From an optimization exercise on the open Yosys and OpenROAD flow, aimed at small area and a short achievable clock period; shortcuts taken in it are not production practice.
Only simulation tests tie the RTL to the original design; equivalence was not proved.
Power is estimated from default activity; no workload was simulated.

### flow/config.mk
export PLATFORM = sky130hd
export DESIGN_NAME = sprite_addr_gen
export DESIGN_NICKNAME = sprite_addr_gen
export VERILOG_FILES = /design/flow/design.v
export SDC_FILE = /design/flow/constraint.sdc
export NUM_CORES = 4
export LEC_CHECK = 0
export CAP_MARGIN = 20
export CORE_MARGIN = 2
export CORE_UTILIZATION = 40
export SLEW_MARGIN = 20
### flow/constraint.sdc
create_clock -name core_clock -period 12.0 [get_ports {frame_Clk}]
set_input_delay 2.4000 -clock core_clock [delete_from_list [all_inputs] [get_ports {frame_Clk}]]
set_output_delay 2.4000 -clock core_clock [all_outputs]
set_load 0.01 [all_outputs]
### flow/design.v
`default_nettype none
module sprite_addr_gen #(
  parameter  int N_SPRITES = 4,
  parameter  int COORD_W   = 10,
  parameter  int ADDR_W    = 20,
  parameter  int FRAME_W   = 4,
  parameter  int ANIM_DIV  = 8,
  localparam int ID_W      = (N_SPRITES > 1) ? $clog2(N_SPRITES) : 1
) (
  input  logic                           frame_Clk,
  input  logic                           Reset,
  input  logic [COORD_W-1:0]             DrawX,
  input  logic [COORD_W-1:0]             DrawY,
  input  logic                           vsync_tick,
  input  logic [N_SPRITES-1:0]           anim_enable,
  input  logic [N_SPRITES-1:0]           anim_restart,
  input  logic [N_SPRITES-1:0]           sprite_flip,
  input  logic [N_SPRITES*COORD_W-1:0]   sprite_X,
  input  logic [N_SPRITES*COORD_W-1:0]   sprite_Y,
  input  logic [N_SPRITES*COORD_W-1:0]   sprite_W,
  input  logic [N_SPRITES*COORD_W-1:0]   sprite_H,
  input  logic [N_SPRITES*ADDR_W-1:0]    base_addr,
  input  logic [N_SPRITES*FRAME_W-1:0]   frame_count,
  output logic                           sprite_on,
  output logic [ID_W-1:0]                sprite_id,
  output logic [ADDR_W-1:0]              spriteAddress,
  output logic [N_SPRITES*FRAME_W-1:0]   frame_idx
);
  localparam int                DIV_W    = (ANIM_DIV > 1) ? $clog2(ANIM_DIV) : 1;
  localparam logic [DIV_W-1:0]  DIV_LAST = DIV_W'(ANIM_DIV - 1);
  logic [N_SPRITES-1:0] hit;
  logic [ADDR_W-1:0]    chan_addr [N_SPRITES];
  logic [DIV_W-1:0]     div_cnt;
  logic                 advance;
  logic                 any_hit;
  logic [ID_W-1:0]      win_id;
  logic [ADDR_W-1:0]    win_addr;
  assign advance = vsync_tick && (div_cnt == DIV_LAST);
  always_ff @(posedge frame_Clk) begin
    if (Reset) begin
      div_cnt <= '0;
    end else if (vsync_tick) begin
      div_cnt <= advance ? '0 : div_cnt + DIV_W'(1);
    end
  end
  for (genvar i = 0; i < N_SPRITES; i++) begin : g_chan
    logic [COORD_W-1:0] x, y, w, h, dx, dy, col;
    logic [COORD_W:0]   x_end, y_end;
    logic [ADDR_W-1:0]  base;
    logic [FRAME_W-1:0] count, eff_count, frame_q;
    logic [FRAME_W:0]   frame_inc;
    assign x     = sprite_X[i*COORD_W +: COORD_W];
    assign y     = sprite_Y[i*COORD_W +: COORD_W];
    assign w     = sprite_W[i*COORD_W +: COORD_W];
    assign h     = sprite_H[i*COORD_W +: COORD_W];
    assign base  = base_addr[i*ADDR_W +: ADDR_W];
    assign count = frame_count[i*FRAME_W +: FRAME_W];
    assign x_end = {1'b0, x} + {1'b0, w};
    assign y_end = {1'b0, y} + {1'b0, h};
    assign hit[i] = (w != '0) && (h != '0) &&
                    (DrawX >= x) && ({1'b0, DrawX} < x_end) &&
                    (DrawY >= y) && ({1'b0, DrawY} < y_end);
    assign dx  = DrawX - x;
    assign dy  = DrawY - y;
    assign col = sprite_flip[i] ? (w - COORD_W'(1) - dx) : dx;
    assign chan_addr[i] = base
                        + ADDR_W'(frame_q) * ADDR_W'(w) * ADDR_W'(h)
                        + ADDR_W'(dy) * ADDR_W'(w)
                        + ADDR_W'(col);
    assign eff_count = (count == '0) ? FRAME_W'(1) : count;
    assign frame_inc = {1'b0, frame_q} + (FRAME_W+1)'(1);
    always_ff @(posedge frame_Clk) begin
      if (Reset || anim_restart[i]) begin
        frame_q <= '0;
      end else if (advance && anim_enable[i]) begin
        frame_q <= (frame_inc >= {1'b0, eff_count}) ? '0 : frame_inc[FRAME_W-1:0];
      end
    end
    assign frame_idx[i*FRAME_W +: FRAME_W] = frame_q;
  end
  always_comb begin
    any_hit  = 1'b0;
    win_id   = '0;
    win_addr = '0;
    for (int i = N_SPRITES - 1; i >= 0; i--) begin
      if (hit[i]) begin
        any_hit  = 1'b1;
        win_id   = ID_W'(i);
        win_addr = chan_addr[i];
      end
    end
  end
  always_ff @(posedge frame_Clk) begin
    if (Reset) begin
      sprite_on     <= 1'b0;
      sprite_id     <= '0;
      spriteAddress <= '0;
    end else begin
      sprite_on <= any_hit;
      if (any_hit) begin
        sprite_id     <= win_id;
        spriteAddress <= win_addr;
      end
    end
  end
endmodule
`default_nettype wire
### flow/run.sh
#!/bin/bash
# synth_recipe.tcl (not shown) runs the flow's synth.tcl, then flattens the netlist and writes it again
# the make line also repeats each setting of config.mk as NAME=value (left out here)
make -C /OpenROAD-flow-scripts/flow DESIGN_CONFIG=/design/flow/config.mk WORK_HOME=/design/flow/orfs CLKGATE_MAP_FILE= SYNTH_SCRIPT=/design/flow/synth_recipe.tcl finish
==> run notes <==
## how the worst max path moves through the flow
stage	from	to	slack, ps
after global routing	sprite_W[3]	spriteAddress[19]	4
final	sprite_W[3]	spriteAddress[19]	420
after detailed placement	sprite_W[0]	spriteAddress[19]	-280
after floorplan	sprite_W[32]	spriteAddress[19]	590
after global placement	sprite_W[2]	spriteAddress[19]	-140
after CTS	sprite_W[0]	spriteAddress[19]	90
## Yosys cell counts (all sizes together) (59+ instances only)
master  number  area share, %
nand2      679            5.2
nor2       149            1.1
nand2b      59           0.76
clkbuf     143            1.1
nand3       62           0.64
o21ai      107            1.1
o21bai      65            1.0
a21o       107            1.6
ha         686             18
fa         936             38
and2       404            5.2
xnor2      212            3.8
a21oi      216            2.2
nor2b       59           0.76
inv       1217            9.4
xor2        83            1.5
## power by group
group | switching (mW) | leakage [nW] | internal [mW]
clock | 0.0948 | 0.0665 | 0.0789
sequential | 0.0218 | 0.342 | 0.163
combinational | 9.63 | 27.8 | 7.33
## layer usage
layer  GRT usage, %  vias to the layer above
li1               -                    18400
met1           32.3                    20000
met2           42.4                     1025
met3           3.44                      195
met4           9.03                        6
met5              0                        -
## per-stage QoR
stage                     hold WS, ps  TNS, ps  setup WS, ps  std cells
after floorplan                   465        0           592       5646
after detailed placement          486     -278          -278       7681
final                             516        0           420       7694
after global routing              535        0          4.44       7691
after CTS                         501        0          90.1       7689
after global placement            478     -135          -135       7681
## logic make-up after synthesis
family          count (synthesis)
fa+ha+maj                    1622
simple gates                 1584
buf+inv                      1367
compound gates                706
xor+xnor                      302
flops                          42
mux                            23
## worst max-delay path, delay by kind of cell
kind,cells,cell delay (ps)
AOI/OAI and AO/OA,5,850
buffers and inverters,10,1290
xor gates and xnor gates,4,860
adders and majority gates,11,5030
and+or+nand+nor,8,1340
## what timing repair did
action | 4_1_cts | 5_1_grt
setup buffers | 0 | 1
endpoints found under the setup margin | 0 | 2
gates resized for setup | 0 | 23
endpoints found under the hold margin | 0 | 0
## state kept, by name, summed over array words and instances, names as in the netlist
name / count
div_cnt: 3
g_chan.frame_q: 16
spriteAddress: 20
sprite_id: 2
sprite_on: 1
## area by class of cell
class                      instances  area share [%]
antenna                            4          0.0180
clock buffer                       5           0.225
clock inverter                     3          0.0427
inverter                        1217            8.21
multi-input combinational       4237            77.2
sequential                        42            1.51
tap                             1625            3.66
timing repair buffer             561            9.17
==> flow_metrics.env <==
export IMPL_cts_tree="built"
export IMPL_wl_per_cell_um=19.9
export IMPL_synth_distinct_cells=85
export IMPL_rrSetupSlack_ps=2190
export IMPL_peakVddDrop_mv=0.784
export IMPL_port_buffers=329
export IMPL_reg2reg_depth=35
export IMPL_cp_slowest_cell="fa_1"
export IMPL_cts_clk_slew_worst_paths_ps=90
export IMPL_vias_per_cell=5.16
export IMPL_place_area_um2=55400
export IMPL_leakage_nw=28.2
export IMPL_status="complete, no violations"
export IMPL_drt_total_wl_um=153000
export IMPL_cap_violations=0
export IMPL_min_from="spriteAddress[17]"
export IMPL_synth_compound_area_share_pct=9.71
export IMPL_wl_met1_um=65000
export IMPL_start_util_pct=40.2
export IMPL_synth_nets=7559
export IMPL_grt_total_usage_pct=24.9
export IMPL_synthXorXnorAreaFrac_pct=5.63
export IMPL_slew_headroom_pct=27.3
export IMPL_netlist_area_um2=48800
export IMPL_multiInputGateArea_um2=42900
export IMPL_layout_commonest_cell="inv_1"
export IMPL_area_growth_pct=14.0
export IMPL_worstReg2RegStart="g_chan[0].frame_q[2]"
export IMPL_ys_warnings_count=2
export IMPL_required_ps=12220
export IMPL_synth_cells=5646
export IMPL_wl_met2_um=72600
export IMPL_synthMuxAreaShare_pct=0.472
export IMPL_die_h_um=353
export IMPL_r2r_end="spriteAddress[19]"
export IMPL_fin_area_um2=55600
export IMPL_ys_seq_area_share_pct=1.72
export IMPL_total_power_mw=17.3
export IMPL_start_kind="input pin"
export IMPL_critPathMaxFanout=7
export IMPL_crit_path_frequent_cell="fa_1"
export IMPL_antenna_found_initial=8
export IMPL_layout_drive_gt1_share_pct=4.86
export IMPL_synth_top_family_by_area="adder cells"
export IMPL_synth_fa_ha_area_share_pct=56.0
export IMPL_worstSetupPathType="input pin to flip-flop"
export IMPL_final_setup_skew_ps=12.6
export IMPL_ys_ff_latch=42
export IMPL_grt_pass1_vias=41800
export IMPL_setup_viol=0
export IMPL_synth_ff_type="dfxtp_1"
export IMPL_grt_max_degree=43
export IMPL_drt_iter0_markers=2226
export IMPL_post_route_util_pct=45.8
export IMPL_holdPathStages=2
export IMPL_dr_total_vias=39700
export IMPL_io_pins=330
export IMPL_final_cell_mix="inv_1 (1217), fa_1 (936), ha_1 (686)"
export IMPL_yosys_area_share_simple_pct=15.9
export IMPL_cp_arrival_ps=11800
export IMPL_clkSinkCount=42
export IMPL_max_freq_ghz=0.0864
export IMPL_die_w_um=353
export IMPL_fin_nets=7977
export IMPL_clk_latency_ps=350
export IMPL_rows=128
export IMPL_grt_pass1_wl_um=240000
export IMPL_hold_violations=0
export IMPL_synth_edf_count=0
export IMPL_tightest_slew_ps=1080
export IMPL_ant_nets=0
export IMPL_dr_wl_met3_um=9010
export IMPL_clockBufferDepth=2
export IMPL_cts_inserted_buffers=5
export IMPL_p_per_area_nw_per_um2=311
export IMPL_grt_ovfl_total=0
export IMPL_cpPeakStageDelay_ps=580
export IMPL_core_area_um2=121000
export IMPL_hp_class="flip-flop to flip-flop"
export IMPL_cts_root_buf="clkbuf_16"
export IMPL_design_die_area_um2=125000
export IMPL_layout_min_cycle_time_ps=11580
export IMPL_detailedRoute_firstPassIterationCount=5
export IMPL_hpwlAfterDp_um=133000
export IMPL_rsz0062_at_grt="no"
export IMPL_avgSynthCellArea_um2=8.64
export IMPL_hold_path_endpoint="spriteAddress[17]"
export IMPL_hold_buffers=0
export IMPL_drc_errors=0
export IMPL_async_reset_ff_share_pct=0
export IMPL_maxSlewViolCount=0
export IMPL_cp_end_kind="flip-flop"
export IMPL_routabilityCongestion=0.943
export IMPL_fill_cells=12000
export IMPL_seq_area_um2=841
export IMPL_h_tree_depth=2
export IMPL_fin_crit_sh_pct=96.5
export IMPL_routed_top_layer="met5"

[what the ideal ports hide]
How much do the figures lean on ideal ports? The routed layout below was timed once more, with nothing changed but the port constraints.
Step 1 assumes that a clkbuf_16 drives the clock port and a buf_2 every other input.
Step 2 moves the port delays by t, midway between the first and last clock arrival at a register: inputs arrive t later, outputs are due t later. That takes back most of the time a late clock gives input paths.
Three values: no drivers, after step 1, after step 2; two values: the first two.
t, ns: 0.401
setup slack, ns: 0.420 / 0.412 / 0.011
worst setup path after step 2: input to register
latest minus earliest clock arrival (ns): 0.014 / 0.014
slew at the worst register clock pin (ns): 0.09 / 0.09
After both steps this run still meets setup and hold. For this run, drivers alone change the setup slack by -0.008 ns; drivers and shift together by -0.409 ns.
